Background: an optimization exercise with open tools, aiming at a short achievable clock period and few clock cycles. Do not read the settings as production practice. The RTL was checked by simulation tests, not by an equivalence proof against the original design. Power and IR drop assume default switching activity.

$ cat design/flow/design.v
`timescale 1ns/1ps
`default_nettype none
module instDecode (
    input  logic [32-1:0]     inst,
    output logic                   isBranch,
    output logic                   isLoad,
    output logic                   isStore,
    output logic                   isDirect,
    output logic                   isDirectOr,
    output logic                   isAlu,
    output logic                   isMove,
    output logic                   isSwap,
    output logic                   isHalt,
    output logic [3:0]             cond,
    output logic [4-1:0] rdA,
    output logic [4-1:0] rdB,
    output logic [4-1:0] wrA,
    output logic [4-1:0] wrB,
    output logic                   wantWrA,
    output logic                   wantWrB,
    output logic [5-1:0]   aluOp,
    output logic [32-1:0]     immB,
    output logic                   useImm,
    output logic                   setsFlags
);
    logic isBranchCls, isMemCls, isDirectCls, isAluCls, isRegCls, isCoreCls;
    logic [32-1:0] offsetExt, directVal, aluVal;
    assign isBranchCls = inst[31:28] == 4'b1000;
    assign isMemCls    = inst[31:30] == 2'b01;
    assign isDirectCls = inst[31:29] == 3'b001;
    assign isAluCls    = inst[31:28] == 4'b0001;
    assign isRegCls    = inst[31:27] == 5'b00001;
    assign isCoreCls   = inst[31:26] == 6'b000001;
    assign isBranch   = isBranchCls;
    assign isLoad     = isMemCls && !inst[29];
    assign isStore    = isMemCls && inst[29];
    assign isDirect   = isDirectCls;
    assign isDirectOr = isDirectCls && inst[28];
    assign isAlu      = isAluCls;
    assign isMove     = isRegCls && !inst[24];
    assign isSwap     = isRegCls && inst[24];
    assign isHalt     = isCoreCls && (inst[25:20] == 6'd2);
    assign cond       = inst[27:24];
    always_comb begin
        rdA = '0;
        rdB = '0;
        wrA = '0;
        wrB = '0;
        if (isBranchCls) begin
            rdA = inst[23:20];
        end else if (isMemCls) begin
            rdA = inst[27:24];
            rdB = inst[23:20];
            wrA = inst[23:20];
        end else if (isDirectCls) begin
            rdA = inst[27:24];
            wrB = inst[27:24];
        end else if (isAluCls) begin
            rdA = inst[15:12];
            rdB = inst[11:8];
            wrA = inst[19:16];
        end else if (isRegCls) begin
            rdA = inst[23:20];
            rdB = inst[19:16];
            wrA = inst[19:16];
            wrB = inst[23:20];
        end
    end
    assign wantWrA = isAluCls || (isMemCls && !inst[29]) || (isRegCls && inst[24]);
    assign wantWrB = isDirectCls || isRegCls;
    assign offsetExt = {{(32 - 20){inst[20-1]}}, inst[20-1:0]};
    assign directVal = {{(32 - 20){1'b0}}, inst[20-1:0]} << {inst[23:20], 1'b0};
    assign aluVal    = {{(32 - 8){1'b0}}, inst[7:0]} << {inst[11:8], 1'b0};
    assign immB = isDirectCls ? directVal : (isAluCls ? aluVal : offsetExt);
    assign useImm    = isBranchCls || isMemCls || isDirectCls || (isAluCls && inst[27]);
    assign setsFlags = isAluCls;
    always_comb begin
        if (isAluCls) begin
            aluOp = inst[24:20];
        end else if (isDirectCls) begin
            aluOp = inst[28] ? 5'd3 : 5'd31;
        end else begin
            aluOp = 5'd0;
        end
    end
endmodule
`default_nettype wire
`timescale 1ns/1ps
`default_nettype none
module pipeCtrl (
    input  logic                 iClk,
    input  logic                 rstN,
    input  logic                 isLoad,
    input  logic                 isStore,
    input  logic                 isBranch,
    input  logic                 isHalt,
    input  logic [3:0]           cond,
    input  logic [4-1:0]  flags,
    input  logic                 memReady,
    output logic [3-1:0]     state,
    output logic                 execTaken,
    output logic                 memAccess,
    output logic                 memWrite,
    output logic                 halt
);
    logic [3-1:0] nextState;
    logic             memOp;
    logic             condMet;
    logic             c, z, n, v;
    assign memOp = isLoad || isStore;
    always_ff @(posedge iClk) begin
        if (!rstN) begin
            state <= 3'd0;
        end else begin
            state <= nextState;
        end
    end
    always_comb begin
        case (state)
            3'd0:     nextState = memReady ? 3'd1 : 3'd0;
            3'd1:    nextState = 3'd2;
            3'd2:   nextState = 3'd3;
            3'd3:    nextState = (!memOp || memReady) ? 3'd4 : 3'd3;
            3'd4: nextState = isHalt ? 3'd5 : 3'd0;
            3'd5:      nextState = 3'd5;
            default:       nextState = 3'd0;
        endcase
    end
    assign c = flags[3];
    assign z = flags[2];
    assign n = flags[1];
    assign v = flags[0];
    always_comb begin
        case (cond)
            4'd0:    condMet = 1'b1;
            4'd1:    condMet = z;
            4'd2:    condMet = !z;
            4'd3:    condMet = c;
            4'd4:    condMet = !c;
            4'd5:    condMet = n;
            4'd6:    condMet = !n;
            4'd7:    condMet = v;
            4'd8:    condMet = !v;
            4'd9:    condMet = c && !z;
            4'd10:   condMet = !c || z;
            4'd11:   condMet = n == v;
            4'd12:   condMet = n != v;
            4'd13:   condMet = !z && (n == v);
            4'd14:   condMet = z || (n != v);
            default: condMet = 1'b0;
        endcase
    end
    assign execTaken = isBranch && condMet;
    assign memAccess = (state == 3'd0) || (state == 3'd3 && memOp);
    assign memWrite  = (state == 3'd3) && isStore;
    assign halt      = state == 3'd5;
endmodule
`default_nettype wire
`timescale 1ns/1ps
`default_nettype none
module regFile (
    input  logic                   iClk,
    input  logic [32-1:0]     ip,
    input  logic [4-1:0] rdA,
    input  logic [4-1:0] rdB,
    output logic [32-1:0]     rdDataA,
    output logic [32-1:0]     rdDataB,
    input  logic [4-1:0] wrA,
    input  logic [4-1:0] wrB,
    input  logic                   wrEnA,
    input  logic                   wrEnB,
    input  logic [32-1:0]     wrDataA,
    input  logic [32-1:0]     wrDataB
);
    logic [32-1:0] regs [0:16-1];
    always_ff @(posedge iClk) begin
        if (wrEnA && (wrA != '0)) begin
            regs[wrA] <= wrDataA;
        end
        if (wrEnB && (wrB != '0)) begin
            regs[wrB] <= wrDataB;
        end
    end
    assign rdDataA = (rdA == '0) ? ip : regs[rdA];
    assign rdDataB = (rdB == '0) ? ip : regs[rdB];
endmodule
`default_nettype wire
`timescale 1ns/1ps
`default_nettype none
module aluFlags (
    input  logic                 iClk,
    input  logic                 rstN,
    input  logic [3-1:0]     state,
    input  logic [5-1:0] aluOp,
    input  logic                 setsFlags,
    input  logic [32-1:0]   opA,
    input  logic [32-1:0]   opB,
    output logic [32-1:0]   result,
    output logic [4-1:0]  flags
);
    logic [32:0] aluOut;
    logic [32:0] carryIn;
    logic             carryNew, overNew;
    assign carryIn = {{32{1'b0}}, flags[3]};
    always_comb begin
        case (aluOp)
            5'd0:           aluOut = {1'b0, opA} + {1'b0, opB};
            5'd1, 5'd14: aluOut = {1'b0, opA} - {1'b0, opB};
            5'd2, 5'd15: aluOut = {1'b0, opA & opB};
            5'd3:            aluOut = {1'b0, opA | opB};
            5'd4:           aluOut = {1'b0, opA ^ opB};
            5'd5:           aluOut = {1'b0, ~opA};
            5'd16:           aluOut = {1'b0, opA} + {1'b0, opB} + carryIn;
            5'd17:           aluOut = {1'b0, opA} - ({1'b0, opB} + carryIn);
            5'd18:         aluOut = {1'b0, opA[7:0], opA[15:8], opA[23:16], opA[31:24]};
            5'd31:         aluOut = {1'b0, opB};
            default:            aluOut = {1'b0, 32'h0BADC0DE};
        endcase
    end
    always_comb begin
        case (aluOp)
            5'd0, 5'd16:           carryNew = aluOut[32];
            5'd1, 5'd14, 5'd17: carryNew = !aluOut[32];
            default:                      carryNew = 1'b0;
        endcase
    end
    always_comb begin
        case (aluOp)
            5'd0: overNew = (opA[32-1] == opB[32-1])
                                && (aluOut[32-1] != opA[32-1]);
            5'd1: overNew = (opA[32-1] != opB[32-1])
                                && (aluOut[32-1] != opA[32-1]);
            default:  overNew = 1'b0;
        endcase
    end
    always_ff @(posedge iClk) begin
        if (!rstN) begin
            flags <= '0;
        end else if ((state == 3'd4) && setsFlags) begin
            flags[3] <= carryNew;
            flags[2] <= aluOut[32-1:0] == '0;
            flags[1] <= aluOut[32-1];
            flags[0] <= overNew;
        end
    end
    assign result = aluOut[32-1:0];
endmodule
`default_nettype wire
`timescale 1ns/1ps
`default_nettype none
module dataPath (
    input  logic                   iClk,
    input  logic                   rstN,
    input  logic [3-1:0]       state,
    input  logic                   execTaken,
    input  logic                   isLoad,
    input  logic                   isAlu,
    input  logic                   isMove,
    input  logic                   isSwap,
    input  logic                   isDirect,
    input  logic                   isDirectOr,
    input  logic [4-1:0] decRdA,
    input  logic [4-1:0] decRdB,
    input  logic [4-1:0] decWrA,
    input  logic [4-1:0] decWrB,
    input  logic                   wantWrA,
    input  logic                   wantWrB,
    input  logic [32-1:0]     immB,
    input  logic                   useImm,
    input  logic [32-1:0]     result,
    output logic [32-1:0]     opA,
    output logic [32-1:0]     opB,
    output logic [32-1:0]     ip,
    output logic [4-1:0] rdA,
    output logic [4-1:0] rdB,
    input  logic [32-1:0]     rdDataA,
    input  logic [32-1:0]     rdDataB,
    output logic [4-1:0] wrA,
    output logic [4-1:0] wrB,
    output logic                   wrEnA,
    output logic                   wrEnB,
    output logic [32-1:0]     wrDataA,
    output logic [32-1:0]     wrDataB,
    output logic [32-1:0]     memAddr,
    output logic [32-1:0]     memWdata,
    input  logic [32-1:0]     memRdata,
    input  logic                   memReady,
    output logic [32-1:0]     inst
);
    logic [32-1:0] aReg, bReg, mReg, rReg;
    always_ff @(posedge iClk) begin
        if (!rstN) begin
            ip   <= '0;
            inst <= '0;
        end else begin
            if ((state == 3'd0) && memReady) begin
                inst <= memRdata;
            end
            if (state == 3'd4) begin
                ip <= execTaken ? rReg : ip + 1'b1;
            end
        end
    end
    always_ff @(posedge iClk) begin
        if (state == 3'd1) begin
            aReg <= rdDataA;
            bReg <= useImm ? immB : rdDataB;
            mReg <= rdDataB;
        end
        if (state == 3'd2) begin
            rReg <= result;
        end
        if ((state == 3'd3) && memReady && isLoad) begin
            mReg <= memRdata;
        end
    end
    assign opA      = aReg;
    assign opB      = bReg;
    assign memAddr  = (state == 3'd0) ? ip : rReg;
    assign memWdata = mReg;
    assign rdA   = decRdA;
    assign rdB   = decRdB;
    assign wrA   = decWrA;
    assign wrB   = decWrB;
    assign wrEnA = (state == 3'd4) && wantWrA;
    assign wrEnB = (state == 3'd4) && wantWrB;
    always_comb begin
        wrDataA = rReg;
        wrDataB = rReg;
        unique case (1'b1)
            isAlu:    wrDataA = rReg;
            isLoad:   wrDataA = mReg;
            isMove:   wrDataB = bReg;
            isSwap: begin
                wrDataA = aReg;
                wrDataB = bReg;
            end
            isDirect: wrDataB = isDirectOr ? rReg : bReg;
            default:  wrDataA = rReg;
        endcase
    end
endmodule
`default_nettype wire
`timescale 1ns/1ps
`default_nettype none
module cpuCore (
    input  logic               iClk,
    input  logic               rstN,
    output logic [32-1:0] memAddr,
    output logic [32-1:0] memWdata,
    output logic               memWrite,
    output logic               memAccess,
    input  logic [32-1:0] memRdata,
    input  logic               memReady,
    output logic               halt
);
    logic [3-1:0]       state;
    logic [4-1:0]    flags;
    logic                   execTaken;
    logic [32-1:0]     inst, result, opA, opB, ip;
    logic [32-1:0]     rdDataA, rdDataB, wrDataA, wrDataB;
    logic [4-1:0] rdA, rdB, wrA, wrB;
    logic                   wrEnA, wrEnB;
    logic                   isBranch, isLoad, isStore, isDirect, isDirectOr;
    logic                   isAlu, isMove, isSwap, isHalt;
    logic [3:0]             cond;
    logic [4-1:0] decRdA, decRdB, decWrA, decWrB;
    logic                   wantWrA, wantWrB;
    logic [5-1:0]   aluOp;
    logic [32-1:0]     immB;
    logic                   useImm, setsFlags;
    instDecode uDecode (
        .inst       (inst),
        .isBranch   (isBranch),
        .isLoad     (isLoad),
        .isStore    (isStore),
        .isDirect   (isDirect),
        .isDirectOr (isDirectOr),
        .isAlu      (isAlu),
        .isMove     (isMove),
        .isSwap     (isSwap),
        .isHalt     (isHalt),
        .cond       (cond),
        .rdA        (decRdA),
        .rdB        (decRdB),
        .wrA        (decWrA),
        .wrB        (decWrB),
        .wantWrA    (wantWrA),
        .wantWrB    (wantWrB),
        .aluOp      (aluOp),
        .immB       (immB),
        .useImm     (useImm),
        .setsFlags  (setsFlags)
    );
    pipeCtrl uCtrl (
        .iClk      (iClk),
        .rstN      (rstN),
        .isLoad    (isLoad),
        .isStore   (isStore),
        .isBranch  (isBranch),
        .isHalt    (isHalt),
        .cond      (cond),
        .flags     (flags),
        .memReady  (memReady),
        .state     (state),
        .execTaken (execTaken),
        .memAccess (memAccess),
        .memWrite  (memWrite),
        .halt      (halt)
    );
    regFile uRegs (
        .iClk    (iClk),
        .ip      (ip),
        .rdA     (rdA),
        .rdB     (rdB),
        .rdDataA (rdDataA),
        .rdDataB (rdDataB),
        .wrA     (wrA),
        .wrB     (wrB),
        .wrEnA   (wrEnA),
        .wrEnB   (wrEnB),
        .wrDataA (wrDataA),
        .wrDataB (wrDataB)
    );
    aluFlags uAlu (
        .iClk      (iClk),
        .rstN      (rstN),
        .state     (state),
        .aluOp     (aluOp),
        .setsFlags (setsFlags),
        .opA       (opA),
        .opB       (opB),
        .result    (result),
        .flags     (flags)
    );
    dataPath uPath (
        .iClk       (iClk),
        .rstN       (rstN),
        .state      (state),
        .execTaken  (execTaken),
        .isLoad     (isLoad),
        .isAlu      (isAlu),
        .isMove     (isMove),
        .isSwap     (isSwap),
        .isDirect   (isDirect),
        .isDirectOr (isDirectOr),
        .decRdA     (decRdA),
        .decRdB     (decRdB),
        .decWrA     (decWrA),
        .decWrB     (decWrB),
        .wantWrA    (wantWrA),
        .wantWrB    (wantWrB),
        .immB       (immB),
        .useImm     (useImm),
        .result     (result),
        .opA        (opA),
        .opB        (opB),
        .ip         (ip),
        .rdA        (rdA),
        .rdB        (rdB),
        .rdDataA    (rdDataA),
        .rdDataB    (rdDataB),
        .wrA        (wrA),
        .wrB        (wrB),
        .wrEnA      (wrEnA),
        .wrEnB      (wrEnB),
        .wrDataA    (wrDataA),
        .wrDataB    (wrDataB),
        .memAddr    (memAddr),
        .memWdata   (memWdata),
        .memRdata   (memRdata),
        .memReady   (memReady),
        .inst       (inst)
    );
endmodule
`default_nettype wire
$ cat design/flow/run.sh
#!/bin/bash
# synth_recipe.tcl (not shown) runs the flow's synth.tcl, then flattens the netlist and writes it again
# the make line also repeats each setting of config.mk as NAME=value (left out here)
make -C /OpenROAD-flow-scripts/flow DESIGN_CONFIG=/design/flow/config.mk WORK_HOME=/design/flow/orfs CLKGATE_MAP_FILE= SYNTH_SCRIPT=/design/flow/synth_recipe.tcl finish
$ cat design/flow/config.mk
export PLATFORM = sky130hd
export DESIGN_NAME = cpuCore
export DESIGN_NICKNAME = cpuCore
export VERILOG_FILES = /design/flow/design.v
export SDC_FILE = /design/flow/constraint.sdc
export NUM_CORES = 4
export LEC_CHECK = 0
export CAP_MARGIN = 20
export CORE_MARGIN = 2
export CORE_UTILIZATION = 40
export PLACE_DENSITY = 0.6
export SLEW_MARGIN = 20
$ cat design/flow/constraint.sdc
create_clock -name core_clock -period 12.0 [get_ports {iClk}]
set_input_delay 2.4000 -clock core_clock [delete_from_list [all_inputs] [get_ports {iClk}]]
set_output_delay 2.4000 -clock core_clock [all_outputs]
set_load 0.01 [all_outputs]
==> results.yml <==
place:
  place.gp.congestion: 1.06
  dpl_cell_area_sq_mm: 0.0541
  port_buffers: 101
  dp_hpwl_mm: 157
critical_path:
  critPathSlowestCell: "or4_1"
  max_stage_delay_ns: 0.67
  crit_chain: "ha_1, fa_1, a211oi_1, nor2_1, o41ai_2, nand4_1, or2_1, or4_1, xnor2_1, a21o_1, or4b_1, nor4_1, or4b_1, nor4_1, a21o_1"
  cp-start-kind: "flip-flop"
  critPathArrivalTime_ns: 6.78
  startpoint: "uPath.aReg[0]"
  cp_max_fo: 6
  end_kind: "flip-flop"
  crit_type: "flip-flop to flip-flop"
  required_ns: 12.67
  r2r_start: "uPath.aReg[0]"
routing:
  ant_nets: 0
  firstDrtPassIters: 7
  via_per_inst: 6.53
  wirelength_mm: 240
  vias: 52300
  first_iter_violations: 8309
  wl_per_cell_um: 30.0
  drc: 0
yosys:
  synth_top_family_by_area: "compound AO/OA/AOI/OAI gates"
  synth-seq-cells: 711
  synthFlopType: "edfxtp_1"
  ys_warn_count: 5
  netlist_area_sq_mm: 0.0516
  synth_cells: 6480
  async_flop_share_pct: 0
  syn_avg_cell_area_sq_um: 7.96
  ys_seq_area_share_pct: 40.0
  muxShareOfSynthArea_pct: 3.92
  synth_fa_ha_area_share_pct: 3.80
  synth-compound-area-share_pct: 22.8
  synth_cell_types: 91
  synth_edf_count: 640
  synth_simple_gate_area_share_pct: 22.6
  synthXorXnorAreaFrac_pct: 1.46
floorplanning:
  coreArea_sq_mm: 0.128
  start_util_pct: 40.4
  rows: 131
  die_x_um: 363
  ios: 102
  fp.dieH_um: 363
  die_area_sq_mm: 0.132
worst_hold_path:
  hold_path_class: "flip-flop to flip-flop"
  hold_start: "uPath.inst[5]"
global_route:
  grt_pass1_vias: 47800
  gr-total-overflow: 0
  grt_pass1_wl_mm: 340
  grt_max_degree: 149
  grt_util_all_layers_pct: 35.4
  antenna_found_initial: 10
sta:
  fin_worst_skew_ns: 0.0448
  setup_viol: 0
  hold_viol_final: 0
  final_max_slew_viol_count: 0
  tightestPinTransition_ns: 1.26
  fin_crit_sh_pct: 50.9
  rsz0062_at_grt: "no"
  fin_crit_ns: 6.11
  setup-tns-final_ns: 0
  relSlewSlack_pct: 15.8
  clock.fmax_ghz: 0.164
finish:
  final_area_sq_mm: 0.0571
  nNetsFinal: 6451
  final_layout_size_suffix_gt1_share_pct: 7.65
  final_cell_mix: "nand2_1, a21oi_1, nor2_1, edfxtp_1, o21ai_0"
  nFillCells: 12500
  final_common_cell: "nand2_1"
  area_growth_pct: 10.8
clock_network:
  clock_sinks: 711
  ctsHtreeMaxLevel: 3
  clk_latency_ns: 0.74
  clk_path_buf_depth: 3
  cts.repair.resized: 0
  clkTransAtPathRegs_ns: 0.06
  cts_hold_buf: 0
  cts_tree: "done"
  post-cts-setup-buffer-count: 0
  cts-root-buf: "clkbuf_16"
  cts_buffers: 86
power_and_ir_drop:
  p_leak_nw: 21.1
  pwr_density_cell_mw_per_mm2: 146
  vdd_ir_drop_max_mv: 0.102
flow_run:
  drv_cap: 0
status:
  status: "complete, no violations"
## sequential cells by signal, summed over array words and instances (netlist names)
register and count:
uCtrl.state 3, uPath.rReg 32, uRegs.regs 512, uPath.mReg 32, uPath.bReg 32, uPath.inst 32, uPath.aReg 32, uAlu.flags 4
uPath.ip 32
## cells by family after synthesis
family,count (synthesis)
compound gates,1906
other cells,1
flops,711
simple gates,2719
mux,172
buf+inv,730
xor+xnor,86
fa+ha+maj,155
## final cells by class
type                       count  area, sq um  share of cell area (%)
multi-input combinational   5070        28800                    50.4
sequential                   711        20600                    36.1
clock buffer                 105         2290                    4.00
tap                         1662         2080                    3.64
timing repair buffer         232         2050                    3.59
clock inverter                54          627                    1.10
inverter                     165          619                    1.08
antenna                        6         15.0                  0.0263
## where the power goes
group          internal [mW]  total (mW)  switching [mW]
Sequential              2.86        2.98           0.125
Combinational          0.808        2.63            1.82
Clock                   1.58        2.75            1.17
## worst max-delay path, delay by kind of cell, from the launching register on
family / cells / cell delay (ns)
xor+xnor: 1 / 0.18
fa+ha+maj: 2 / 0.89
compound gates: 4 / 1.19
simple gates: 8 / 3.31
flops: 1 / 0.52
## metrics by stage
step | hold WS [ns] | util (%) | cells | power, mW | setup WS [ns]
after global placement | 0.557 | 42.4 | 7838 | 5.51 | 5.96
final | 0.575 | 44.7 | 8005 | 8.36 | 5.89
after CTS | 0.566 | 44.7 | 7998 | 8.25 | 6.01
after detailed placement | 0.558 | 42.4 | 7839 | 5.52 | 5.92
after global routing | 0.597 | 44.7 | 8000 | 8.61 | 5.53
after floorplan | 0.476 | - | 6511 | 4.58 | 5.44
## metal layers
layer  global-route usage (%)  share of wire (%)
met1                     46.6                 38
met2                     52.0                 42
met3                     7.59                 12
met4                     24.1                7.5
met5                        0              0.011
## synth_stat cells, types with 48 or more instances
cell      instances  share of area, %
nand2_1        1335               9.7
a21oi_1         839               8.1
nor2_1          678               4.9
edfxtp_1        640                37
clkbuf_1        511               3.7
o21ai_0         355               3.4
nand3_1         236               2.3
inv_1           160               1.2
ha_1            146               3.5
nor3_1          126               1.2
mux2_2          109               2.4
and3_1           81              0.98
a311oi_1         78               1.3
dfxtp_1          71               2.8
xnor2_1          66               1.1
a31oi_1          60              0.73
a221oi_1         57              0.97
a22oi_1          52              0.76
mux2i_1          50              0.97
nor2b_1          48              0.58
## worst paths after layout
check / endpoint / slack [ns] / cells after the start
hold / removal: uPath.inst[5] / 0.58 / 2
setup / recovery: uAlu.flags[2] / 5.89 / 15
setup reg to reg: uAlu.flags[2] / 5.89 / 15
hold reg to reg: uPath.inst[5] / 0.58 / 2
Testbench counts, summed over its fixed seeds: cycles 227,076.

separate check: timing with driven ports:
The flow's constraints put no driver on any port. The routed layout listed below was extracted and timed again, unchanged, in two steps. Step 1: set_driving_cell puts a clkbuf_16 on iClk and a buf_2 on each other input, an assumption about the parent block. Step 2 times the ports against the registers' clock, not the clock port: input delays grow and output delays shrink by t, the midpoint of the rising clock arrivals with the driver on. Slacks: ideal / step 1 / step 2; pairs: ideal / step 1.
t (ns): 0.792
setup WS [ns]: 5.886 / 5.886 / 5.809
worst setup path after step 2: input to register
slew at the worst register clock pin (ns): 0.08 / 0.08
After both steps this run still meets setup and hold. For this run, drivers alone change the setup slack by 0.000 ns; drivers and shift together by -0.077 ns.
